This design comes from an exercise in tuning for small area, a short achievable clock period and few clock cycles per item on the open sky130 flow, not from production work. Where RTL was checked, it was by simulation tests only, not by an equivalence proof against the original. No functional check of the RTL was part of run 3. Power figures rest on the tool's default switching activity, not on a simulated workload.

## flow/design.v (module list and top-level ports; edited modules follow where they fit)
// module qmva_csr: 54 lines
// module qmva_ctrl: 144 lines
// module qmva_dp: 181 lines
// module qmva_csa: 635 lines
// module qmva_step: 155 lines
// module qmva_add44: 207 lines
// module qmva_add20: 91 lines
// module qmva_add13: 56 lines
// module quantized_matvec_accumulator: 73 lines
module quantized_matvec_accumulator (
   input  logic                             clock,
   input  logic                             reset,
   input  logic                             req_valid,
   output logic                             req_ready,
   input  logic signed [15:0]               req_activation,
   input  logic [15:0]                      req_weight_word,
   input  logic signed [15:0]               req_weight_scale,
   output logic                             rsp_valid,
   input  logic                             rsp_ready,
   output logic signed [31:0]               rsp_dot_result,
   output logic [19:0]                      rsp_result_index,
   output logic [12:0]                      rsp_weight_row,
   output logic                             rsp_saturated,
   output logic                             rsp_job_done,
   input  logic                             csr_we,
   input  logic [2:0]                       csr_index,
   input  logic [12:0]                      csr_wdata
);
  // ...
==> flow/flow/run.sh <==
#!/bin/bash
# The standard layout (the standard.sh: standard synthesis, then ORFS floorplan to
# finish) with two changes to how it is made:
#  - timing repair is asked to leave 7.8 ns of setup slack at the 11.5 ns clock, so that
#    it sizes and buffers the paths above 3.7 ns as well;
#  - the port buffers that placement inserts (one on every input and output, as in the
#    standard flow) are sky130_fd_sc_hd__buf_1 cells.
# The clock, constraints and everything else are the standard flow's.
set -euo pipefail
export SETUP_SLACK_MARGIN=7.8
export BUFFER_PORTS_ARGS="-buffer_cell sky130_fd_sc_hd__buf_1"
bash standard.sh finish > standard_flow.log 2>&1
==> flow/standard.sh <==
#!/bin/bash
# synth_recipe.tcl (not shown) runs the flow's synth.tcl, then flattens the netlist and writes it again
# the make line also repeats each setting of config.mk as NAME=value (left out here)
make -C /OpenROAD-flow-scripts/flow DESIGN_CONFIG=/design/flow/config.mk WORK_HOME=/design/flow/orfs CLKGATE_MAP_FILE= SYNTH_SCRIPT=/design/flow/synth_recipe.tcl "${@:-finish}"
==> flow/config.mk <==
export PLATFORM = sky130hd
export DESIGN_NAME = quantized_matvec_accumulator
export DESIGN_NICKNAME = quantized_matvec_accumulator
export VERILOG_FILES = /design/flow/design.v
export SDC_FILE = /design/flow/constraint.sdc
export NUM_CORES = 4
export LEC_CHECK = 0
export CAP_MARGIN = 20
export CORE_MARGIN = 2
export CORE_UTILIZATION = 40
export CTS_BUF_LIST = sky130_fd_sc_hd__clkbuf_8
export CTS_CLUSTER_SIZE = 24
export SLEW_MARGIN = 20
==> flow/constraint.sdc <==
create_clock -name core_clock -period 11.5 [get_ports {clock}]
set_input_delay 2.3000 -clock core_clock [delete_from_list [all_inputs] [get_ports {clock}]]
set_output_delay 2.3000 -clock core_clock [all_outputs]
set_load 0.01 [all_outputs]
==> impl_metrics.tcl, run 1 <==
set metrics [dict create \
    nFillCells 6219 \
    fin_nets 3271 \
    die_area_mm2 0.0679 \
    crit_fanout 5 \
    power_density_mw_per_mm2 264 \
    multi_input_comb_area_mm2 0.0162 \
    r2r_start "u_dp.bca_ff[0]" \
    wl_met1_um 30400 \
    synth-seq-cells 357 \
    largest_class "multi-input gates" \
    hold_start "u_dp.last1_ff" \
    hpwl_um 50800 \
    layout_commonest_cell "inv_1" \
    fin_area_mm2 0.0294 \
    ant_nets 0 \
    ir_worst_vdd_v 0.000137 \
    pg_comb_mw 4.54 \
    synthCells 2747 \
    maxSlewViolCount 0 \
    io_buffers 137 \
    synth_top_area_cell "dfxtp_1" \
    cp-end-kind "flop" \
    grt_util_all_layers 0.204 \
    ys_top_cells_by_count "inv_1, dfxtp_1, ha_1" \
    ff2ff_path_depth 14 \
    finalWorstSetupSlack_ns 7.75 \
    routed_wl_um 69300 \
    synth_mux_area_frac 0.00865 \
    synth-seq-area-share 0.319 \
    startpoint "csr_wdata[4]" \
    multi_input_gates 1854 \
    ys_warn_count 4 \
    path_cells "buf_2 -> nor2_4 -> nand2_4 -> nor4_4 -> nand2b_1 -> buf_4 -> or4_4 -> a21oi_4 -> nor2_1" \
    p_sw_mw 3.42 \
    worst_slew_pin_slew_ns 1.01 \
    relSlewSlack 0.328 \
    first_iter_violations 1373 \
    pre_cts_ws_ns 6.79 \
    outcome "no timing/DRC/antenna violations" \
]
Testbench counts, summed over its fixed seeds: cycles 27,508, elements 25,630.
==> module qmva_ctrl, before the edit <==
module qmva_ctrl (
   input  logic                           clock,
   input  logic                           reset,
   input  qmva_pkg::cfg_type              cfg,
   input  logic                           stride_we,
   input  logic                           len_written,
   input  logic                           req_valid,
   input  logic                           reset_in,
   output logic                           req_ready,
   input  logic                           rsp_ready,
   input  logic                           rsp_valid,
   output logic                           fire,
   output logic                           last,
   output logic [1:0]                     elem_lo,
   output logic [qmva_pkg::INDEX_W-1:0]   rsp_result_index,
   output logic [qmva_pkg::WROW_W-1:0]    rsp_weight_row,
   output logic                           rsp_job_done
);
   logic [qmva_pkg::LEN_W-1:0]    elem_ff;
   logic [qmva_pkg::NB_W-1:0]     batch_ff;
   logic [qmva_pkg::NR_W-1:0]     row_ff;
   logic [qmva_pkg::INDEX_W-1:0]  idx_ff;
   logic [qmva_pkg::WROW_W-1:0]   wrow_ff;
   logic                          done_ff;
   logic                          recomp_ff, rinit_ff, last_ff, busy_ff, ready_ff, adv_ff;
   logic                          ready_port_ff;
   logic batch_last, row_last, recomp_done, len1, next_is_last, rstart;
   logic recomp_n, last_n, busy_n, ready_n, rsp_xfer;
   logic last_f, last_nf, busy_nx;
   logic [qmva_pkg::NB_W-1:0]     batch_n;
   logic [qmva_pkg::NR_W-1:0]     row_n;
   logic [qmva_pkg::INDEX_W-1:0]  idx_adv, idx_plus;
   logic [qmva_pkg::WROW_W-1:0]   wrow_sum;
   qmva_add20 u_idx_add (
      .a (idx_ff),
      .b (qmva_pkg::INDEX_W'(cfg.out_stride)),
      .y (idx_plus)
   );
   qmva_add13 u_wrow_add (
      .a ({1'b0, cfg.out_start}),
      .b ({1'b0, row_ff}),
      .y (wrow_sum)
   );
   assign batch_last   = (batch_ff >= cfg.nbm1);
   assign row_last     = (row_ff >= cfg.nrm1);
   assign recomp_done  = !rinit_ff && (elem_ff[qmva_pkg::NB_W-1:0] == batch_ff);
   assign rstart       = stride_we && (batch_n != '0);
   assign len1         = (cfg.lenm1 == '0);
   assign next_is_last = (qmva_pkg::LEN_W'(elem_ff + 1'b1) == cfg.lenm1);
   assign req_ready = ready_port_ff;
   assign fire      = req_valid && ready_ff && !reset;
   assign rsp_xfer  = rsp_valid && rsp_ready;
   assign last      = len_written ? len1 : last_ff;
   assign elem_lo   = elem_ff[1:0];
   assign rsp_result_index = idx_ff;
   assign rsp_weight_row   = wrow_ff;
   assign rsp_job_done     = done_ff;
   always_comb begin
      recomp_n = rstart || (recomp_ff && !recomp_done);
      last_f  = last ? len1 : next_is_last;
      last_nf = recomp_ff ? (recomp_done ? len1 : last) : last;
      last_n  = fire ? last_f : last_nf;
      busy_nx = busy_ff && !rsp_xfer;
      busy_n  = (fire && last) || busy_nx;
      if (fire)
         ready_n = !(last_f && (last || busy_nx));
      else
         ready_n = !rstart && !(recomp_ff && !recomp_done) && !(last_nf && busy_nx);
   end
   always_comb begin
      batch_n = batch_ff;
      row_n   = row_ff;
      idx_adv = idx_ff;
      if (adv_ff) begin
         if (batch_last) begin
            batch_n = '0;
            if (row_last) begin
               row_n   = '0;
               idx_adv = '0;
            end else begin
               row_n   = row_ff + 1'b1;
               idx_adv = qmva_pkg::INDEX_W'(row_ff + 1'b1);
            end
         end else begin
            batch_n = batch_ff + 1'b1;
            idx_adv = idx_plus;
         end
      end
   end
   always_ff @(posedge clock) begin
      if (reset) begin
         recomp_ff <= 1'b0;
         rinit_ff  <= 1'b0;
         last_ff   <= 1'b1;
         busy_ff   <= 1'b0;
         ready_ff  <= 1'b1;
         adv_ff    <= 1'b0;
      end else begin
         recomp_ff <= recomp_n;
         rinit_ff  <= rstart;
         last_ff   <= last_n;
         busy_ff   <= busy_n;
         ready_ff  <= ready_n;
         adv_ff    <= rsp_xfer;
      end
   end
   always_ff @(posedge clock) begin
      if (reset_in)
         ready_port_ff <= 1'b0;
      else if (reset)
         ready_port_ff <= 1'b1;
      else
         ready_port_ff <= ready_n;
   end
   always_ff @(posedge clock) begin
      if (reset) begin
         elem_ff  <= '0;
         batch_ff <= '0;
         row_ff   <= '0;
         idx_ff   <= '0;
      end else begin
         batch_ff <= batch_n;
         row_ff   <= row_n;
         if (recomp_ff) begin
            if (rinit_ff) begin
               idx_ff <= qmva_pkg::INDEX_W'(row_ff);
            end else if (recomp_done) begin
               elem_ff <= '0;
            end else begin
               elem_ff <= elem_ff + 1'b1;
               idx_ff  <= idx_plus;
            end
         end else begin
            idx_ff <= idx_adv;
            if (fire)
               elem_ff <= last ? '0 : elem_ff + 1'b1;
         end
      end
   end
   always_ff @(posedge clock) begin
      wrow_ff <= wrow_sum;
      done_ff <= batch_last && row_last;
   end
endmodule
==> run 2, diff against run 1 <==
--- a/flow/design.v
+++ b/flow/design.v
@@ -96,7 +96,7 @@
    logic [qmva_pkg::INDEX_W-1:0]  idx_ff;
    logic [qmva_pkg::WROW_W-1:0]   wrow_ff;
    logic                          done_ff;
-   logic                          recomp_ff, rinit_ff, last_ff, busy_ff, ready_ff, adv_ff;
+   logic                          recomp_ff, rinit_ff, last_ff, busy_ff, ready_ff;
    logic                          ready_port_ff;
    logic batch_last, row_last, recomp_done, len1, next_is_last, rstart;
    logic recomp_n, last_n, busy_n, ready_n, rsp_xfer;
@@ -145,7 +145,7 @@
       batch_n = batch_ff;
       row_n   = row_ff;
       idx_adv = idx_ff;
-      if (adv_ff) begin
+      if (rsp_xfer) begin
          if (batch_last) begin
             batch_n = '0;
             if (row_last) begin
@@ -168,14 +168,12 @@
          last_ff   <= 1'b1;
          busy_ff   <= 1'b0;
          ready_ff  <= 1'b1;
-         adv_ff    <= 1'b0;
       end else begin
          recomp_ff <= recomp_n;
          rinit_ff  <= rstart;
          last_ff   <= last_n;
          busy_ff   <= busy_n;
          ready_ff  <= ready_n;
-         adv_ff    <= rsp_xfer;
       end
    end
    always_ff @(posedge clock) begin
--- a/flow/config.mk
+++ b/flow/config.mk
@@ -8,6 +8,4 @@
 export CAP_MARGIN = 20
 export CORE_MARGIN = 2
 export CORE_UTILIZATION = 40
-export CTS_BUF_LIST = sky130_fd_sc_hd__clkbuf_8
-export CTS_CLUSTER_SIZE = 24
 export SLEW_MARGIN = 20
==> impl_metrics.tcl, run 2 <==
set metrics [dict create \
    outcome "no timing/DRC/antenna violations" \
    synth-edff-count 124 \
    power_density_mw_per_mm2 266 \
    final_util 0.454 \
    post-route-period-util 0.321 \
    cp-end-kind "flop" \
    reg.largest.list "u_dp.c_ff (44), u_dp.s_ff (44), u_dp.x_ff (41)" \
    clkSinkCount 356 \
    ys_types 75 \
    critical_path.top_delay_family "simple AND/OR/NAND/NOR gates" \
    cts_hold_buf 0 \
    syn_to_final_growth_pct 12.7 \
    fin_worst_skew_ns 0.0233 \
    die_height_um 261 \
    synth-seq-cells 356 \
    period_minus_slack_ns 3.69 \
    relSlewSlack 0.236 \
    worst_path_max_delay_cell "or4_4" \
    synthTopCellsByArea "dfxtp_1, fa_1, edfxtp_1" \
    ys_warn_count 4 \
    start_util 0.403 \
    syn_area_mm2 0.0264 \
    p_leak_nw 12.2 \
    ir_worst_vdd_v 0.000147 \
    first_iter_violations 1104 \
    clock-root-buffer "clkbuf_16" \
    ant_nets 0 \
    maxCapViolations 0 \
    cp_slowest_stage_delay_ns 0.57 \
    grt_pass1_wl_um 109000 \
    drc_errors 0 \
    use_met1 0.267 \
    io_buffers 137 \
    globalRouteMet2Util 0.331 \
    cts_tree "built" \
    synthArstFlopShare 0 \
    cp-start-kind "input pin" \
    die_area_mm2 0.0680 \
    hold_class "flop to flop" \
    multi_input_comb_area_mm2 0.0164 \
    grt_max_degree 88 \
    post_drt_wl_per_cell_um 18.6 \
    fin_nets 3261 \
    cp.depth 10 \
    layout_commonest_cell "inv_1" \
    first_pass_iters 5 \
    hpwl_um 49900 \
    grt_overflow 0 \
    grt_pass1_vias 19995 \
    synthFlopType "dfxtp_1" \
    ff2ff_path_depth 14 \
    routed_wl_um 69000 \
    p_sw_mw 3.34 \
    antenna_found_initial 4 \
    num_io_pins 138 \
    path_cells "clkbuf_2 -> clkinvlp_4 -> ha_4 -> inv_2 -> nor4_4 -> nand2b_1 -> buf_6 -> or4_4 -> a21oi_4 -> nor2_1" \
    clk_pin_slew_ns 0.06 \
    gp_congestion 0.892 \
    p_clk_frac 0.182 \
    crit_fanout 5 \
    layout_common_cells "inv_1, dfxtp_1, fa_1" \
    crit_type "input pin to flop" \
    worstPathArrival_ns 4.02 \
    seq_power_share 0.245 \
    setup_tns_ns 0 \
    max_freq_mhz 271 \
    finalSetupViolations 0 \
    clock_path_buffers 3 \
    synth_top_area_frac 0.176 \
    holdPathStages 1 \
    grt_busiest_layer "met2" \
    vias_per_cell 5.32 \
    yosysMostFrequentCell "inv_1" \
    num_rows 94 \
    placed_cells 3577 \
    required_ns 11.82 \
    finalHoldViolations 0 \
    worst-path-buf-inv 4 \
    hold_start "u_dp.last1_ff" \
    synth_top_area_cell "dfxtp_1" \
    pre_cts_ws_ns 6.76 \
    grt_util_all_layers 0.200 \
    drive_above_1_share 0.0907 \
    rsz0062_at_grt "true" \
    regArea_mm2 0.00843 \
    clk_latency_ns 0.58 \
    startpoint "csr_wdata[0]" \
    grtUsageMet3 0.0321 \
    finalWorstSetupSlack_ns 7.81 \
    die_x_um 261 \
    synth-seq-area-share 0.317 \
    p_sw_frac 0.421 \
    syn_nets 3221 \
    synth_area_per_cell_um2 9.55 \
    cts_buffers 42 \
    vias 19690 \
    stdcell_count 3700 \
    pwr-share-comb 0.573 \
    worst_slew_pin_slew_ns 1.15 \
    synthCells 2762 \
    nFillCells 6122 \
    power.internal_mw 4.59 \
    core-area_mm2 0.0655 \
    maxSlewViolCount 0 \
    ys_top_cells_by_count "inv_1, dfxtp_1, ha_1" \
    htree_levels 2 \
    r2r_start "u_dp.bca_ff[0]" \
]
run 2: cell types whose count changed in the layout (fill, tap and decap cells not counted), moves of 8 or more:
cell / change
nor3_1: +9
clkbuf_8: -78
clkbuf_16: +48
nand3b_1: -8
clkinv_2: -11
or4_1: +14
o21ai_0: -18
inv_1: -24
a311oi_1: +9
run 2: layout make-up:
type	count	share of cell area
Sequential cell	356	0.283
Tap cell	864	0.0364
Inverter	338	0.0429
Multi-Input combinational cell	1868	0.551
Timing Repair Buffer	196	0.0362
Antenna cell	1	0.0000842
Clock inverter	23	0.0101
Clock buffer	54	0.0401
run 2: cell families after synthesis:
kind of cell,count (synthesis),synth area share
AOI/OAI and AO/OA,563,0.143
xor gates and xnor gates,270,0.0897
adders and majority gates,390,0.240
buffers and inverters,539,0.0819
DFF,356,0.317
muxes,18,0.00716
and+or+nand+nor,626,0.121
run 2: per-stage QoR:
stage | cell area [um^2] | hold slack [ns] | power [mW]
3_5_place_dp | 27300 | 0.439 | 6.17
2_1_floorplan | 26500 | 0.381 | 5.08
4_1_cts | 29200 | 0.452 | 7.78
5_1_grt | 29700 | 0.461 | 8.80
6_report | 29700 | 0.446 | 7.92
3_3_place_gp | 27300 | 0.420 | 6.00
run 2: metal layers:
metal,share of wire,routed length [um],vias up
li1,-,-,9396
met1,0.45,30900,9639
met2,0.47,32500,529
met3,0.052,3600,124
met4,0.029,2010,2
met5,0.00017,12,-
run 2: worst paths after layout:
path	endpoint	slack [ns]
setup / recovery	u_csr.nrm1_ff[6]	7.81
hold / removal	u_dp.last2_ff	0.45
setup reg to reg	u_dp.h_ff[16]	7.85
hold reg to reg	u_dp.last2_ff	0.45
run 2: timing repair:
action,CTS,global route
resized for setup,43,84
pin swaps,7,31
setup endpoints to repair,85,67
buffers inserted,23,18
gates cloned,1,3
run 2: power groups by stage:
stage | Combinational, mW | Sequential (mW) | Clock (mW)
detailed placement | 4.21 | 1.96 | 0
CTS | 4.38 | 1.93 | 1.47
floorplan | 3.27 | 1.80 | 0
global placement | 4.05 | 1.96 | 0
finish | 4.54 | 1.94 | 1.44
global route | 5.31 | 1.97 | 1.52
Testbench counts of run 2, summed over its fixed seeds: cycles 27,508, elements 25,630.
==> module qmva_dp, before the edit <==
module qmva_dp (
   input  logic                           clock,
   input  logic                           reset,
   input  qmva_pkg::cfg_type              cfg,
   input  logic                           fire,
   input  logic                           last,
   input  logic [1:0]                     elem_lo,
   input  logic signed [15:0]             activation,
   input  logic [15:0]                    weight_word,
   input  logic signed [15:0]             weight_scale,
   output logic                           rsp_valid,
   input  logic                           rsp_ready,
   input  logic                           reset_in,
   output logic                           rsp_valid_port,
   output logic signed [31:0]             rsp_dot_result,
   output logic                           rsp_saturated
);
   localparam int AW = qmva_pkg::ACC_W;
   localparam int HW = qmva_pkg::HI_W;
   logic [15:0]          act_ff;
   logic [7:0]           one_ff, two_ff, neg_ff;
   logic                 clr1_ff, last1_ff, first_ff;
   logic [AW-1:0]        s_ff, c_ff;
   logic                 last2_ff;
   logic signed [AW-1:0] x_ff;
   logic signed [15:0]   m_ff;
   logic signed [HW-1:0] h_ff;
   logic [3:0]           cnt_ff;
   logic                 run_ff, fin_ff, valid_ff, sat_ff, valid_port_ff;
   logic signed [15:0] wval;
   logic [3:0]         nib;
   logic [1:0]         crumb;
   always_comb begin
      nib = elem_lo[0] ? weight_word[7:4] : weight_word[3:0];
      case (elem_lo)
         2'd0:    crumb = weight_word[1:0];
         2'd1:    crumb = weight_word[3:2];
         2'd2:    crumb = weight_word[5:4];
         default: crumb = weight_word[7:6];
      endcase
      case (cfg.fmt)
         2'd0:    wval = weight_word;
         2'd1:    wval = {{8{weight_word[7]}}, weight_word[7:0]};
         2'd2:    wval = {{13{~nib[3]}}, nib[2:0]};
         default: wval = {{15{~crumb[1]}}, crumb[0]};
      endcase
   end
   logic [7:0] one_in, two_in, neg_in;
   logic [16:0] wext;
   assign wext = {wval, 1'b0};
   always_comb begin
      for (int i = 0; i < 8; i++) begin
         one_in[i] = wext[2*i+1] ^ wext[2*i];
         two_in[i] = (wext[2*i+2] & ~wext[2*i+1] & ~wext[2*i])
                   | (~wext[2*i+2] & wext[2*i+1] & wext[2*i]);
         neg_in[i] = wext[2*i+2] & ~(wext[2*i+1] & wext[2*i]);
      end
   end
   logic signed [15:0] m_in;
   always_comb begin
      if (cfg.fmt == 2'd0)
         m_in = 16'sd1;
      else if (cfg.scales_present)
         m_in = weight_scale;
      else
         m_in = 16'sd4096;
   end
   logic [AW-1:0] s_sum, c_sum;
   qmva_csa u_csa (
      .a     (act_ff),
      .one   (one_ff),
      .two   (two_ff),
      .neg   (neg_ff),
      .s_in  (clr1_ff ? AW'(0) : s_ff),
      .c_in  (clr1_ff ? AW'(0) : c_ff),
      .s_out (s_sum),
      .c_out (c_sum)
   );
   function automatic logic [2:0] bdec(input logic [2:0] d);    
      bdec[0] = d[1] ^ d[0];
      bdec[1] = (d[2] & ~d[1] & ~d[0]) | (~d[2] & d[1] & d[0]);
      bdec[2] = d[2] & ~(d[1] & d[0]);
   endfunction
   logic [AW-1:0]        xsum;
   logic [2:0]           bca_ff, bcb_ff;
   logic                 rneg, step0_ff;
   logic [HW+3:0]        ts, tc;
   logic signed [HW+3:0] t;
   qmva_add44 u_add (
      .a (s_ff),
      .b (c_ff),
      .y (xsum)
   );
   assign rneg = x_ff[AW-1] ^ m_ff[15];
   qmva_step u_step (
      .h     (h_ff),
      .k0    (step0_ff && !rneg),
      .m     (m_ff),
      .one   ({bcb_ff[0], bca_ff[0]}),
      .two   ({bcb_ff[1], bca_ff[1]}),
      .neg   ({bcb_ff[2], bca_ff[2]}),
      .s_out (ts),
      .c_out (tc)
   );
   assign t = ts + tc;
   logic inrange;
   assign inrange = ({h_ff, x_ff[AW-1]} == '0) || ({h_ff, x_ff[AW-1]} == '1);
   always_ff @(posedge clock) begin
      if (reset) begin
         first_ff <= 1'b1;
         clr1_ff  <= 1'b0;
         last1_ff <= 1'b0;
         last2_ff <= 1'b0;
         run_ff   <= 1'b0;
         fin_ff   <= 1'b0;
         valid_ff <= 1'b0;
         cnt_ff   <= '0;
      end else begin
         if (fire)
            first_ff <= last;
         clr1_ff  <= fire && first_ff;
         last1_ff <= fire && last;
         last2_ff <= last1_ff;
         if (last2_ff) begin
            run_ff <= 1'b1;
            cnt_ff <= '0;
         end else if (run_ff) begin
            cnt_ff <= cnt_ff + 1'b1;
            if (cnt_ff == 4'd10)
               run_ff <= 1'b0;
         end
         fin_ff <= run_ff && (cnt_ff == 4'd10);
         if (fin_ff)
            valid_ff <= 1'b1;
         else if (rsp_ready)
            valid_ff <= 1'b0;
      end
   end
   always_ff @(posedge clock) begin
      if (reset_in || reset)
         valid_port_ff <= 1'b0;
      else if (fin_ff)
         valid_port_ff <= 1'b1;
      else if (rsp_ready)
         valid_port_ff <= 1'b0;
      else
         valid_port_ff <= valid_ff;
   end
   assign rsp_valid_port = valid_port_ff;
   always_ff @(posedge clock) begin
      act_ff  <= fire ? activation : 16'd0;
      one_ff  <= one_in;
      two_ff  <= two_in;
      neg_ff  <= neg_in;
      s_ff   <= s_sum;
      c_ff   <= c_sum;
      if (last2_ff) begin
         x_ff   <= xsum;
         bca_ff  <= bdec({xsum[1:0], 1'b0});
         bcb_ff  <= bdec(xsum[3:1]);
      end else if (run_ff) begin
         x_ff   <= {t[3:0], x_ff[AW-1:4]};
         bca_ff  <= bdec(x_ff[5:3]);
         bcb_ff  <= bdec(x_ff[7:5]);
      end else if (fin_ff && !inrange) begin
         x_ff[AW-1:12] <= h_ff[HW-1] ? 32'h80000000 : 32'h7fffffff;
      end
      step0_ff <= last2_ff;
      if (last2_ff)
         h_ff <= HW'(12'h7ff);
      else if (run_ff)
         h_ff <= t[HW+3:4];
      if (fin_ff)
         sat_ff <= !inrange;
      if (fire && last)
         m_ff <= m_in;
   end
   assign rsp_valid        = valid_ff;
   assign rsp_dot_result   = x_ff[AW-1:12];
   assign rsp_saturated    = sat_ff;
endmodule
==> module qmva_step, before the edit <==
module qmva_step (
   input  logic [16:0] h,
   input  logic        k0,
   input  logic [15:0] m,
   input  logic [1:0]  one,
   input  logic [1:0]  two,
   input  logic [1:0]  neg,
   output logic [20:0] s_out,
   output logic [20:0] c_out
);
   wire pa_0 = (one[0] & m[0]) ^ neg[0];
   wire pa_1 = ((one[0] & m[1]) | (two[0] & m[0])) ^ neg[0];
   wire pa_2 = ((one[0] & m[2]) | (two[0] & m[1])) ^ neg[0];
   wire pa_3 = ((one[0] & m[3]) | (two[0] & m[2])) ^ neg[0];
   wire pa_4 = ((one[0] & m[4]) | (two[0] & m[3])) ^ neg[0];
   wire pa_5 = ((one[0] & m[5]) | (two[0] & m[4])) ^ neg[0];
   wire pa_6 = ((one[0] & m[6]) | (two[0] & m[5])) ^ neg[0];
   wire pa_7 = ((one[0] & m[7]) | (two[0] & m[6])) ^ neg[0];
   wire pa_8 = ((one[0] & m[8]) | (two[0] & m[7])) ^ neg[0];
   wire pa_9 = ((one[0] & m[9]) | (two[0] & m[8])) ^ neg[0];
   wire pa_10 = ((one[0] & m[10]) | (two[0] & m[9])) ^ neg[0];
   wire pa_11 = ((one[0] & m[11]) | (two[0] & m[10])) ^ neg[0];
   wire pa_12 = ((one[0] & m[12]) | (two[0] & m[11])) ^ neg[0];
   wire pa_13 = ((one[0] & m[13]) | (two[0] & m[12])) ^ neg[0];
   wire pa_14 = ((one[0] & m[14]) | (two[0] & m[13])) ^ neg[0];
   wire pa_15 = ((one[0] & m[15]) | (two[0] & m[14])) ^ neg[0];
   wire pa_16 = ~(((one[0] | two[0]) & m[15]) ^ neg[0]);
   wire pb_0 = (one[1] & m[0]) ^ neg[1];
   wire pb_1 = ((one[1] & m[1]) | (two[1] & m[0])) ^ neg[1];
   wire pb_2 = ((one[1] & m[2]) | (two[1] & m[1])) ^ neg[1];
   wire pb_3 = ((one[1] & m[3]) | (two[1] & m[2])) ^ neg[1];
   wire pb_4 = ((one[1] & m[4]) | (two[1] & m[3])) ^ neg[1];
   wire pb_5 = ((one[1] & m[5]) | (two[1] & m[4])) ^ neg[1];
   wire pb_6 = ((one[1] & m[6]) | (two[1] & m[5])) ^ neg[1];
   wire pb_7 = ((one[1] & m[7]) | (two[1] & m[6])) ^ neg[1];
   wire pb_8 = ((one[1] & m[8]) | (two[1] & m[7])) ^ neg[1];
   wire pb_9 = ((one[1] & m[9]) | (two[1] & m[8])) ^ neg[1];
   wire pb_10 = ((one[1] & m[10]) | (two[1] & m[9])) ^ neg[1];
   wire pb_11 = ((one[1] & m[11]) | (two[1] & m[10])) ^ neg[1];
   wire pb_12 = ((one[1] & m[12]) | (two[1] & m[11])) ^ neg[1];
   wire pb_13 = ((one[1] & m[13]) | (two[1] & m[12])) ^ neg[1];
   wire pb_14 = ((one[1] & m[14]) | (two[1] & m[13])) ^ neg[1];
   wire pb_15 = ((one[1] & m[15]) | (two[1] & m[14])) ^ neg[1];
   wire pb_16 = ~(((one[1] | two[1]) & m[15]) ^ neg[1]);
   wire us0 = h[0] ^ k0;
   wire uc0 = h[0] & k0;
   wire us1 = h[2] ^ neg[1];
   wire uc1 = h[2] & neg[1];
   wire us2 = h[3] ^ pa_3;
   wire uc2 = h[3] & pa_3;
   wire us3 = h[4] ^ pa_4;
   wire uc3 = h[4] & pa_4;
   wire us4 = h[5] ^ pa_5;
   wire uc4 = h[5] & pa_5;
   wire us5 = h[6] ^ pa_6;
   wire uc5 = h[6] & pa_6;
   wire us6 = h[7] ^ pa_7;
   wire uc6 = h[7] & pa_7;
   wire us7 = h[8] ^ pa_8;
   wire uc7 = h[8] & pa_8;
   wire us8 = h[9] ^ pa_9;
   wire uc8 = h[9] & pa_9;
   wire us9 = h[10] ^ pa_10;
   wire uc9 = h[10] & pa_10;
   wire us10 = h[11] ^ pa_11;
   wire uc10 = h[11] & pa_11;
   wire us11 = h[12] ^ pa_12;
   wire uc11 = h[12] & pa_12;
   wire us12 = h[13] ^ pa_13;
   wire uc12 = h[13] & pa_13;
   wire us13 = h[14] ^ pa_14;
   wire uc13 = h[14] & pa_14;
   wire us14 = h[15] ^ pa_15;
   wire uc14 = h[15] & pa_15;
   wire us15 = ~h[16] ^ pa_16;
   wire uc15 = ~h[16] & pa_16;
   wire us16 = neg[0] ^ pa_0;
   wire uc16 = neg[0] & pa_0;
   wire us17 = h[1] ^ pa_1 ^ uc0;
   wire uc17 = (h[1] & pa_1) | (h[1] & uc0) | (pa_1 & uc0);
   wire us18 = pa_2 ^ pb_0 ^ us1;
   wire uc18 = (pa_2 & pb_0) | (pa_2 & us1) | (pb_0 & us1);
   wire us19 = pb_1 ^ us2 ^ uc1;
   wire uc19 = (pb_1 & us2) | (pb_1 & uc1) | (us2 & uc1);
   wire us20 = pb_2 ^ us3 ^ uc2;
   wire uc20 = (pb_2 & us3) | (pb_2 & uc2) | (us3 & uc2);
   wire us21 = pb_3 ^ us4 ^ uc3;
   wire uc21 = (pb_3 & us4) | (pb_3 & uc3) | (us4 & uc3);
   wire us22 = pb_4 ^ us5 ^ uc4;
   wire uc22 = (pb_4 & us5) | (pb_4 & uc4) | (us5 & uc4);
   wire us23 = pb_5 ^ us6 ^ uc5;
   wire uc23 = (pb_5 & us6) | (pb_5 & uc5) | (us6 & uc5);
   wire us24 = pb_6 ^ us7 ^ uc6;
   wire uc24 = (pb_6 & us7) | (pb_6 & uc6) | (us7 & uc6);
   wire us25 = pb_7 ^ us8 ^ uc7;
   wire uc25 = (pb_7 & us8) | (pb_7 & uc7) | (us8 & uc7);
   wire us26 = pb_8 ^ us9 ^ uc8;
   wire uc26 = (pb_8 & us9) | (pb_8 & uc8) | (us9 & uc8);
   wire us27 = pb_9 ^ us10 ^ uc9;
   wire uc27 = (pb_9 & us10) | (pb_9 & uc9) | (us10 & uc9);
   wire us28 = pb_10 ^ us11 ^ uc10;
   wire uc28 = (pb_10 & us11) | (pb_10 & uc10) | (us11 & uc10);
   wire us29 = pb_11 ^ us12 ^ uc11;
   wire uc29 = (pb_11 & us12) | (pb_11 & uc11) | (us12 & uc11);
   wire us30 = pb_12 ^ us13 ^ uc12;
   wire uc30 = (pb_12 & us13) | (pb_12 & uc12) | (us13 & uc12);
   wire us31 = pb_13 ^ us14 ^ uc13;
   wire uc31 = (pb_13 & us14) | (pb_13 & uc13) | (us14 & uc13);
   wire us32 = pb_14 ^ us15 ^ uc14;
   wire uc32 = (pb_14 & us15) | (pb_14 & uc14) | (us15 & uc14);
   wire us33 = 1'b1 ^ pb_15 ^ uc15;
   wire uc33 = (1'b1 & pb_15) | (1'b1 & uc15) | (pb_15 & uc15);
   assign s_out[0] = us0;
   assign c_out[0] = us16;
   assign s_out[1] = us17;
   assign c_out[1] = uc16;
   assign s_out[2] = us18;
   assign c_out[2] = uc17;
   assign s_out[3] = us19;
   assign c_out[3] = uc18;
   assign s_out[4] = us20;
   assign c_out[4] = uc19;
   assign s_out[5] = us21;
   assign c_out[5] = uc20;
   assign s_out[6] = us22;
   assign c_out[6] = uc21;
   assign s_out[7] = us23;
   assign c_out[7] = uc22;
   assign s_out[8] = us24;
   assign c_out[8] = uc23;
   assign s_out[9] = us25;
   assign c_out[9] = uc24;
   assign s_out[10] = us26;
   assign c_out[10] = uc25;
   assign s_out[11] = us27;
   assign c_out[11] = uc26;
   assign s_out[12] = us28;
   assign c_out[12] = uc27;
   assign s_out[13] = us29;
   assign c_out[13] = uc28;
   assign s_out[14] = us30;
   assign c_out[14] = uc29;
   assign s_out[15] = us31;
   assign c_out[15] = uc30;
   assign s_out[16] = us32;
   assign c_out[16] = uc31;
   assign s_out[17] = us33;
   assign c_out[17] = uc32;
   assign s_out[18] = pb_16;
   assign c_out[18] = uc33;
   assign s_out[19] = 1'b1;
   assign c_out[19] = 1'b0;
   assign s_out[20] = 1'b1;
   assign c_out[20] = 1'b0;
endmodule
==> run 3, diff against run 2 <==
--- a/flow/design.v
+++ b/flow/design.v
@@ -96,7 +96,7 @@
    logic [qmva_pkg::INDEX_W-1:0]  idx_ff;
    logic [qmva_pkg::WROW_W-1:0]   wrow_ff;
    logic                          done_ff;
-   logic                          recomp_ff, rinit_ff, last_ff, busy_ff, ready_ff;
+   logic                          recomp_ff, rinit_ff, last_ff, busy_ff, ready_ff, adv_ff;
    logic                          ready_port_ff;
    logic batch_last, row_last, recomp_done, len1, next_is_last, rstart;
    logic recomp_n, last_n, busy_n, ready_n, rsp_xfer;
@@ -145,7 +145,7 @@
       batch_n = batch_ff;
       row_n   = row_ff;
       idx_adv = idx_ff;
-      if (rsp_xfer) begin
+      if (adv_ff) begin
          if (batch_last) begin
             batch_n = '0;
             if (row_last) begin
@@ -168,12 +168,14 @@
          last_ff   <= 1'b1;
          busy_ff   <= 1'b0;
          ready_ff  <= 1'b1;
+         adv_ff    <= 1'b0;
       end else begin
          recomp_ff <= recomp_n;
          rinit_ff  <= rstart;
          last_ff   <= last_n;
          busy_ff   <= busy_n;
          ready_ff  <= ready_n;
+         adv_ff    <= rsp_xfer;
       end
    end
    always_ff @(posedge clock) begin
@@ -292,13 +294,17 @@
       .s_out (s_sum),
       .c_out (c_sum)
    );
-   function automatic logic [2:0] bdec(input logic [2:0] d);    
-      bdec[0] = d[1] ^ d[0];
-      bdec[1] = (d[2] & ~d[1] & ~d[0]) | (~d[2] & d[1] & d[0]);
-      bdec[2] = d[2] & ~(d[1] & d[0]);
+   function automatic logic [17:0] bpp(input logic [2:0] d, input logic [15:0] m);   
+      logic one, two, neg;
+      logic [16:0] sel;
+      one  = d[1] ^ d[0];
+      two  = (d[2] & ~d[1] & ~d[0]) | (~d[2] & d[1] & d[0]);
+      neg  = d[2] & ~(d[1] & d[0]);
+      sel  = two ? {m, 1'b0} : (one ? {m[15], m} : 17'd0);
+      bpp  = {neg, sel ^ {17{neg}}};
    endfunction
    logic [AW-1:0]        xsum;
-   logic [2:0]           bca_ff, bcb_ff;
+   logic [17:0]          ppa_ff, ppb_ff;
    logic                 rneg, step0_ff;
    logic [HW+3:0]        ts, tc;
    logic signed [HW+3:0] t;
@@ -311,10 +317,9 @@
    qmva_step u_step (
       .h     (h_ff),
       .k0    (step0_ff && !rneg),
-      .m     (m_ff),
-      .one   ({bcb_ff[0], bca_ff[0]}),
-      .two   ({bcb_ff[1], bca_ff[1]}),
-      .neg   ({bcb_ff[2], bca_ff[2]}),
+      .pa    (ppa_ff[16:0]),
+      .pb    (ppb_ff[16:0]),
+      .neg   ({ppb_ff[17], ppa_ff[17]}),
       .s_out (ts),
       .c_out (tc)
    );
@@ -372,15 +377,13 @@
       c_ff   <= c_sum;
       if (last2_ff) begin
          x_ff   <= xsum;
-         bca_ff  <= bdec({xsum[1:0], 1'b0});
-         bcb_ff  <= bdec(xsum[3:1]);
       end else if (run_ff) begin
          x_ff   <= {t[3:0], x_ff[AW-1:4]};
-         bca_ff  <= bdec(x_ff[5:3]);
-         bcb_ff  <= bdec(x_ff[7:5]);
       end else if (fin_ff && !inrange) begin
          x_ff[AW-1:12] <= h_ff[HW-1] ? 32'h80000000 : 32'h7fffffff;
       end
+      ppa_ff   <= bpp(last2_ff ? {xsum[1:0], 1'b0} : x_ff[5:3], m_ff);
+      ppb_ff   <= bpp(last2_ff ? xsum[3:1] : x_ff[7:5], m_ff);
       step0_ff <= last2_ff;
       if (last2_ff)
          h_ff <= HW'(12'h7ff);
@@ -1033,115 +1036,80 @@
 module qmva_step (
    input  logic [16:0] h,
    input  logic        k0,
-   input  logic [15:0] m,
-   input  logic [1:0]  one,
-   input  logic [1:0]  two,
+   input  logic [16:0] pa,
+   input  logic [16:0] pb,
    input  logic [1:0]  neg,
    output logic [20:0] s_out,
    output logic [20:0] c_out
 );
-   wire pa_0 = (one[0] & m[0]) ^ neg[0];
-   wire pa_1 = ((one[0] & m[1]) | (two[0] & m[0])) ^ neg[0];
-   wire pa_2 = ((one[0] & m[2]) | (two[0] & m[1])) ^ neg[0];
-   wire pa_3 = ((one[0] & m[3]) | (two[0] & m[2])) ^ neg[0];
-   wire pa_4 = ((one[0] & m[4]) | (two[0] & m[3])) ^ neg[0];
-   wire pa_5 = ((one[0] & m[5]) | (two[0] & m[4])) ^ neg[0];
-   wire pa_6 = ((one[0] & m[6]) | (two[0] & m[5])) ^ neg[0];
-   wire pa_7 = ((one[0] & m[7]) | (two[0] & m[6])) ^ neg[0];
-   wire pa_8 = ((one[0] & m[8]) | (two[0] & m[7])) ^ neg[0];
-   wire pa_9 = ((one[0] & m[9]) | (two[0] & m[8])) ^ neg[0];
-   wire pa_10 = ((one[0] & m[10]) | (two[0] & m[9])) ^ neg[0];
-   wire pa_11 = ((one[0] & m[11]) | (two[0] & m[10])) ^ neg[0];
-   wire pa_12 = ((one[0] & m[12]) | (two[0] & m[11])) ^ neg[0];
-   wire pa_13 = ((one[0] & m[13]) | (two[0] & m[12])) ^ neg[0];
-   wire pa_14 = ((one[0] & m[14]) | (two[0] & m[13])) ^ neg[0];
-   wire pa_15 = ((one[0] & m[15]) | (two[0] & m[14])) ^ neg[0];
-   wire pa_16 = ~(((one[0] | two[0]) & m[15]) ^ neg[0]);
-   wire pb_0 = (one[1] & m[0]) ^ neg[1];
-   wire pb_1 = ((one[1] & m[1]) | (two[1] & m[0])) ^ neg[1];
-   wire pb_2 = ((one[1] & m[2]) | (two[1] & m[1])) ^ neg[1];
-   wire pb_3 = ((one[1] & m[3]) | (two[1] & m[2])) ^ neg[1];
-   wire pb_4 = ((one[1] & m[4]) | (two[1] & m[3])) ^ neg[1];
-   wire pb_5 = ((one[1] & m[5]) | (two[1] & m[4])) ^ neg[1];
-   wire pb_6 = ((one[1] & m[6]) | (two[1] & m[5])) ^ neg[1];
-   wire pb_7 = ((one[1] & m[7]) | (two[1] & m[6])) ^ neg[1];
-   wire pb_8 = ((one[1] & m[8]) | (two[1] & m[7])) ^ neg[1];
-   wire pb_9 = ((one[1] & m[9]) | (two[1] & m[8])) ^ neg[1];
-   wire pb_10 = ((one[1] & m[10]) | (two[1] & m[9])) ^ neg[1];
-   wire pb_11 = ((one[1] & m[11]) | (two[1] & m[10])) ^ neg[1];
-   wire pb_12 = ((one[1] & m[12]) | (two[1] & m[11])) ^ neg[1];
-   wire pb_13 = ((one[1] & m[13]) | (two[1] & m[12])) ^ neg[1];
-   wire pb_14 = ((one[1] & m[14]) | (two[1] & m[13])) ^ neg[1];
-   wire pb_15 = ((one[1] & m[15]) | (two[1] & m[14])) ^ neg[1];
-   wire pb_16 = ~(((one[1] | two[1]) & m[15]) ^ neg[1]);
    wire us0 = h[0] ^ k0;
    wire uc0 = h[0] & k0;
    wire us1 = h[2] ^ neg[1];
    wire uc1 = h[2] & neg[1];
-   wire us2 = h[3] ^ pa_3;
-   wire uc2 = h[3] & pa_3;
-   wire us3 = h[4] ^ pa_4;
-   wire uc3 = h[4] & pa_4;
-   wire us4 = h[5] ^ pa_5;
-   wire uc4 = h[5] & pa_5;
-   wire us5 = h[6] ^ pa_6;
-   wire uc5 = h[6] & pa_6;
-   wire us6 = h[7] ^ pa_7;
-   wire uc6 = h[7] & pa_7;
-   wire us7 = h[8] ^ pa_8;
-   wire uc7 = h[8] & pa_8;
-   wire us8 = h[9] ^ pa_9;
-   wire uc8 = h[9] & pa_9;
-   wire us9 = h[10] ^ pa_10;
-   wire uc9 = h[10] & pa_10;
-   wire us10 = h[11] ^ pa_11;
-   wire uc10 = h[11] & pa_11;
-   wire us11 = h[12] ^ pa_12;
-   wire uc11 = h[12] & pa_12;
-   wire us12 = h[13] ^ pa_13;
-   wire uc12 = h[13] & pa_13;
-   wire us13 = h[14] ^ pa_14;
-   wire uc13 = h[14] & pa_14;
-   wire us14 = h[15] ^ pa_15;
-   wire uc14 = h[15] & pa_15;
-   wire us15 = ~h[16] ^ pa_16;
-   wire uc15 = ~h[16] & pa_16;
-   wire us16 = neg[0] ^ pa_0;
-   wire uc16 = neg[0] & pa_0;
-   wire us17 = h[1] ^ pa_1 ^ uc0;
-   wire uc17 = (h[1] & pa_1) | (h[1] & uc0) | (pa_1 & uc0);
-   wire us18 = pa_2 ^ pb_0 ^ us1;
-   wire uc18 = (pa_2 & pb_0) | (pa_2 & us1) | (pb_0 & us1);
-   wire us19 = pb_1 ^ us2 ^ uc1;
-   wire uc19 = (pb_1 & us2) | (pb_1 & uc1) | (us2 & uc1);
-   wire us20 = pb_2 ^ us3 ^ uc2;
-   wire uc20 = (pb_2 & us3) | (pb_2 & uc2) | (us3 & uc2);
-   wire us21 = pb_3 ^ us4 ^ uc3;
-   wire uc21 = (pb_3 & us4) | (pb_3 & uc3) | (us4 & uc3);
-   wire us22 = pb_4 ^ us5 ^ uc4;
-   wire uc22 = (pb_4 & us5) | (pb_4 & uc4) | (us5 & uc4);
-   wire us23 = pb_5 ^ us6 ^ uc5;
-   wire uc23 = (pb_5 & us6) | (pb_5 & uc5) | (us6 & uc5);
-   wire us24 = pb_6 ^ us7 ^ uc6;
-   wire uc24 = (pb_6 & us7) | (pb_6 & uc6) | (us7 & uc6);
-   wire us25 = pb_7 ^ us8 ^ uc7;
-   wire uc25 = (pb_7 & us8) | (pb_7 & uc7) | (us8 & uc7);
-   wire us26 = pb_8 ^ us9 ^ uc8;
-   wire uc26 = (pb_8 & us9) | (pb_8 & uc8) | (us9 & uc8);
-   wire us27 = pb_9 ^ us10 ^ uc9;
-   wire uc27 = (pb_9 & us10) | (pb_9 & uc9) | (us10 & uc9);
-   wire us28 = pb_10 ^ us11 ^ uc10;
-   wire uc28 = (pb_10 & us11) | (pb_10 & uc10) | (us11 & uc10);
-   wire us29 = pb_11 ^ us12 ^ uc11;
-   wire uc29 = (pb_11 & us12) | (pb_11 & uc11) | (us12 & uc11);
-   wire us30 = pb_12 ^ us13 ^ uc12;
-   wire uc30 = (pb_12 & us13) | (pb_12 & uc12) | (us13 & uc12);
-   wire us31 = pb_13 ^ us14 ^ uc13;
-   wire uc31 = (pb_13 & us14) | (pb_13 & uc13) | (us14 & uc13);
-   wire us32 = pb_14 ^ us15 ^ uc14;
-   wire uc32 = (pb_14 & us15) | (pb_14 & uc14) | (us15 & uc14);
-   wire us33 = 1'b1 ^ pb_15 ^ uc15;
-   wire uc33 = (1'b1 & pb_15) | (1'b1 & uc15) | (pb_15 & uc15);
+   wire us2 = h[3] ^ pa[3];
+   wire uc2 = h[3] & pa[3];
+   wire us3 = h[4] ^ pa[4];
+   wire uc3 = h[4] & pa[4];
+   wire us4 = h[5] ^ pa[5];
+   wire uc4 = h[5] & pa[5];
+   wire us5 = h[6] ^ pa[6];
+   wire uc5 = h[6] & pa[6];
+   wire us6 = h[7] ^ pa[7];
+   wire uc6 = h[7] & pa[7];
+   wire us7 = h[8] ^ pa[8];
+   wire uc7 = h[8] & pa[8];
+   wire us8 = h[9] ^ pa[9];
+   wire uc8 = h[9] & pa[9];
+   wire us9 = h[10] ^ pa[10];
+   wire uc9 = h[10] & pa[10];
+   wire us10 = h[11] ^ pa[11];
+   wire uc10 = h[11] & pa[11];
+   wire us11 = h[12] ^ pa[12];
+   wire uc11 = h[12] & pa[12];
+   wire us12 = h[13] ^ pa[13];
+   wire uc12 = h[13] & pa[13];
+   wire us13 = h[14] ^ pa[14];
+   wire uc13 = h[14] & pa[14];
+   wire us14 = h[15] ^ pa[15];
+   wire uc14 = h[15] & pa[15];
+   wire us15 = ~h[16] ^ ~pa[16];
+   wire uc15 = ~h[16] & ~pa[16];
+   wire us16 = neg[0] ^ pa[0];
+   wire uc16 = neg[0] & pa[0];
+   wire us17 = h[1] ^ pa[1] ^ uc0;
+   wire uc17 = (h[1] & pa[1]) | (h[1] & uc0) | (pa[1] & uc0);
+   wire us18 = pa[2] ^ pb[0] ^ us1;
+   wire uc18 = (pa[2] & pb[0]) | (pa[2] & us1) | (pb[0] & us1);
+   wire us19 = pb[1] ^ us2 ^ uc1;
+   wire uc19 = (pb[1] & us2) | (pb[1] & uc1) | (us2 & uc1);
+   wire us20 = pb[2] ^ us3 ^ uc2;
+   wire uc20 = (pb[2] & us3) | (pb[2] & uc2) | (us3 & uc2);
+   wire us21 = pb[3] ^ us4 ^ uc3;
+   wire uc21 = (pb[3] & us4) | (pb[3] & uc3) | (us4 & uc3);
+   wire us22 = pb[4] ^ us5 ^ uc4;
+   wire uc22 = (pb[4] & us5) | (pb[4] & uc4) | (us5 & uc4);
+   wire us23 = pb[5] ^ us6 ^ uc5;
+   wire uc23 = (pb[5] & us6) | (pb[5] & uc5) | (us6 & uc5);
+   wire us24 = pb[6] ^ us7 ^ uc6;
+   wire uc24 = (pb[6] & us7) | (pb[6] & uc6) | (us7 & uc6);
+   wire us25 = pb[7] ^ us8 ^ uc7;
+   wire uc25 = (pb[7] & us8) | (pb[7] & uc7) | (us8 & uc7);
+   wire us26 = pb[8] ^ us9 ^ uc8;
+   wire uc26 = (pb[8] & us9) | (pb[8] & uc8) | (us9 & uc8);
+   wire us27 = pb[9] ^ us10 ^ uc9;
+   wire uc27 = (pb[9] & us10) | (pb[9] & uc9) | (us10 & uc9);
+   wire us28 = pb[10] ^ us11 ^ uc10;
+   wire uc28 = (pb[10] & us11) | (pb[10] & uc10) | (us11 & uc10);
+   wire us29 = pb[11] ^ us12 ^ uc11;
+   wire uc29 = (pb[11] & us12) | (pb[11] & uc11) | (us12 & uc11);
+   wire us30 = pb[12] ^ us13 ^ uc12;
+   wire uc30 = (pb[12] & us13) | (pb[12] & uc12) | (us13 & uc12);
+   wire us31 = pb[13] ^ us14 ^ uc13;
+   wire uc31 = (pb[13] & us14) | (pb[13] & uc13) | (us14 & uc13);
+   wire us32 = pb[14] ^ us15 ^ uc14;
+   wire uc32 = (pb[14] & us15) | (pb[14] & uc14) | (us15 & uc14);
+   wire us33 = 1'b1 ^ pb[15] ^ uc15;
+   wire uc33 = (1'b1 & pb[15]) | (1'b1 & uc15) | (pb[15] & uc15);
    assign s_out[0] = us0;
    assign c_out[0] = us16;
    assign s_out[1] = us17;
@@ -1178,7 +1146,7 @@
    assign c_out[16] = uc31;
    assign s_out[17] = us33;
    assign c_out[17] = uc32;
-   assign s_out[18] = pb_16;
+   assign s_out[18] = ~pb[16];
    assign c_out[18] = uc33;
    assign s_out[19] = 1'b1;
    assign c_out[19] = 1'b0;
==> flow/flow/run.sh (replaced) <==
#!/bin/bash
# The standard layout (the standard.sh: standard synthesis, then ORFS floorplan to
# finish) with two changes to how it is made:
#  - timing repair is asked to leave 7.9 ns of setup slack at the 11.5 ns clock, so that
#    it sizes and buffers the paths above 3.6 ns as well;
#  - the port buffers that placement inserts (one on every input and output, as in the
#    standard flow) are sky130_fd_sc_hd__buf_1 cells.
# The clock, constraints and everything else are the standard flow's.
set -euo pipefail
export SETUP_SLACK_MARGIN=7.9
export BUFFER_PORTS_ARGS="-buffer_cell sky130_fd_sc_hd__buf_1"
bash standard.sh finish > standard_flow.log 2>&1
==> impl_metrics.tcl, run 3 <==
set metrics [dict create \
    yosysMostFrequentCell "inv_1" \
    htree_levels 2 \
    antenna_found_initial 1 \
    grt_util_all_layers 0.196 \
    clk_pin_slew_ns 0.06 \
    layout_common_cells "inv_1, dfxtp_1, ha_1" \
    fin_hold_ws_ns 0.445 \
    top_layer_used "met5" \
    die_area_mm2 0.0701 \
    nFillCells 6486 \
    worst_path_max_delay_cell "or4_4" \
    diodes 0 \
    max_freq_mhz 265 \
    r2r_start "u_dp.m_ff[15]" \
    fin_worst_skew_ns 0.0271 \
    vias_per_cell 5.28 \
    p_leak_nw 12.8 \
    reg.largest.list "u_dp.c_ff (44), u_dp.s_ff (44), u_dp.x_ff (41)" \
    cp-end-kind "flop" \
    layout_commonest_cell "inv_1" \
    wl_met3_um 3970 \
    clkSinkCount 387 \
    ys_warn_count 4 \
    synthFlopType "dfxtp_1" \
    maxCapViolations 0 \
    hold_class "flop to flop" \
    post_drt_wl_per_cell_um 18.2 \
    path_cells "buf_1 -> inv_2 -> ha_4 -> nand2_1 -> or4_4 -> buf_6 -> or4_4 -> a21oi_2 -> nor2_1" \
    die_x_um 265 \
    pre_cts_ws_ns 6.64 \
    start_util 0.404 \
    num_io_pins 138 \
    synthCells 2862 \
    clock-root-buffer "clkbuf_16" \
    num_rows 95 \
    relSlewSlack 0.311 \
    synth_top_area_frac 0.198 \
    period_minus_slack_ns 3.78 \
    clk_latency_ns 0.59 \
    drc_errors 0 \
    synthArstFlopShare 0 \
    crit_type "input pin to flop" \
    syn_to_final_growth_pct 11.8 \
    drive_above_1_share 0.0891 \
    die_height_um 265 \
    ir_worst_vdd_v 0.000138 \
    synth_top_area_cell "dfxtp_1" \
    synthTopCellsByArea "dfxtp_1, fa_1, edfxtp_1" \
    finalHoldViolations 0 \
    fin_nets 3376 \
    grt_pass1_vias 20489 \
    first_pass_iters 5 \
    cp_slowest_stage_delay_ns 0.49 \
    finalSetupViolations 0 \
    critical_path.top_delay_family "simple AND/OR/NAND/NOR gates" \
    cp-start-kind "input pin" \
    syn_area_mm2 0.0272 \
    grt_max_degree 88 \
    startpoint "csr_wdata[0]" \
    cts_buffers 44 \
    first_iter_violations 1205 \
    grt_overflow 0 \
    grt_pass1_wl_um 111000 \
    outcome "no timing/DRC/antenna violations" \
    clock_path_buffers 3 \
    maxSlewViolCount 0 \
    worstPathArrival_ns 4.12 \
    setup_tns_ns 0 \
    io_buffers 137 \
    required_ns 11.84 \
    cts_tree "built" \
    final_util 0.451 \
    hpwl_um 51100 \
    synth-seq-area-share 0.328 \
    cts_hold_buf 0 \
    ys_top_cells_by_count "inv_1, dfxtp_1, ha_1" \
    gp_congestion 0.864 \
    hold_start "u_dp.last1_ff" \
    crit_fanout 5 \
    crit_top_cell "or4_4" \
    synth_area_per_cell_um2 9.50 \
    post-route-period-util 0.329 \
    syn_nets 3321 \
    wl_met1_um 31100 \
    worst_slew_pin_slew_ns 1.03 \
    synth-seq-cells 387 \
    finalWorstSetupSlack_ns 7.72 \
    synth-edff-count 118 \
    worst-path-buf-inv 3 \
    routed_wl_um 69600 \
    power_density_mw_per_mm2 257 \
    core-area_mm2 0.0673 \
    route.met2.wl_um 33000 \
    vias 20211 \
    power.total_mw 7.79 \
    rsz0062_at_grt "true" \
    ant_nets 0 \
    ys_types 81 \
]
run 3: changes by cell type after synthesis, moves of 12 or more:
cell / before / now
dfxtp_1: 232 / 269
clkbuf_1: 154 / 128
and3_1: 28 / 47
a21oi_1: 145 / 167
nor2_1: 151 / 176
or4_1: 16 / 1
a22oi_1: 153 / 123
inv_1: 333 / 373
a21o_1: 36 / 22
nand2_1: 129 / 141
run 3: cell families after synthesis:
logic type,synth area share
AO/OA/AOI/OAI,0.133
XOR/XNOR,0.0857
adder cells (fa/ha/maj),0.233
buffers and inverters,0.0843
flip-flops,0.328
multiplexers,0.00921
AND/OR/NAND/NOR,0.126
run 3: worst paths after layout:
check                       to  slack [ns]  depth (start not counted)
max reg2reg      u_dp.h_ff[13]        7.98                         14
min              u_dp.last2_ff        0.44                          1
max          u_csr.lenm1_ff[3]        7.72                          9
min reg2reg      u_dp.last2_ff        0.44                          1
run 3: metrics by stage:
step	instance area, um^2	cells
2_1_floorplan	27300	2862
3_3_place_gp	28100	3695
5_1_grt	30400	3826
4_1_cts	29900	3797
3_5_place_dp	28100	3695
6_report	30400	3826
run 3: final cells by class:
class | instances | area [um^2] | share of cell area
clock buffer | 57 | 1190 | 0.0392
clock inverter | 25 | 259 | 0.00853
inverter | 376 | 1420 | 0.0467
multi-input combinational | 1906 | 16300 | 0.536
sequential | 387 | 9010 | 0.297
tap | 873 | 1090 | 0.0360
timing repair buffer | 202 | 1110 | 0.0367
run 3: power by group:
part	switching, mW	internal, mW	total [mW]	leakage [nW]
Clock	0.594	0.827	1.42	0.704
Combinational	2.46	1.91	4.37	8.65
Sequential	0.233	1.77	2.01	3.47
run 3: repair_timing:
action                     in CTS  in global routing
resized for setup              55                 60
setup endpoints to repair      98                 87
buffers inserted               19                 26
pin swaps                      12                 27
cloned                          1                  2
run 3: worst register-to-register path, cell delays in order, from the launching register on:
cell and delay, ns:
edfxtp_1 0.52, xnor2_1 0.17, and2_1 0.14, ha_2 0.17, inv_2 0.04, fa_1 0.51
inv_2 0.06, ha_4 0.23, a211oi_4 0.28, o21ai_2 0.12, a41o_1 0.25, a221o_1 0.39
a31oi_4 0.25, nor3_2 0.06, a211o_1 0.23
run 3: metal layers:
layer,vias up,track usage
li1,9679,-
met3,109,0.0285
met5,-,0
met1,9853,0.267
met2,568,0.326
met4,2,0.0524

[what the ideal ports hide]
The flow's constraints put no driver on any port. The routed layouts listed below were extracted and timed again, unchanged, in two steps. Step 1, drivers: a clkbuf_16 drives clock and a buf_2 each remaining input, both assumed. Step 2 moves the port delays by t, midway between the first and last clock arrival at a register: inputs arrive t later, outputs are due t later. That takes back most of the time a late clock gives input paths. Slacks: ideal ports / drivers / drivers and shift; pairs: ideal ports / drivers.
run	shift t [ns]	setup slack, ns	hold WS [ns]	worst slew at a driven data input, ns
run 1	0.731	7.745 / 7.754 / 7.027	0.435 / 0.435 / 0.435	0.10
run 2	0.633	7.806 / 7.797 / 7.211	0.446 / 0.446 / 0.446	0.12
run 3	0.636	7.720 / 7.749 / 7.113	0.445 / 0.445 / 0.445	0.07
After both steps every run listed still meets setup and hold. The setup slack of run 1, which loses most, moves by +0.009 ns with the drivers and by -0.718 ns with both steps.
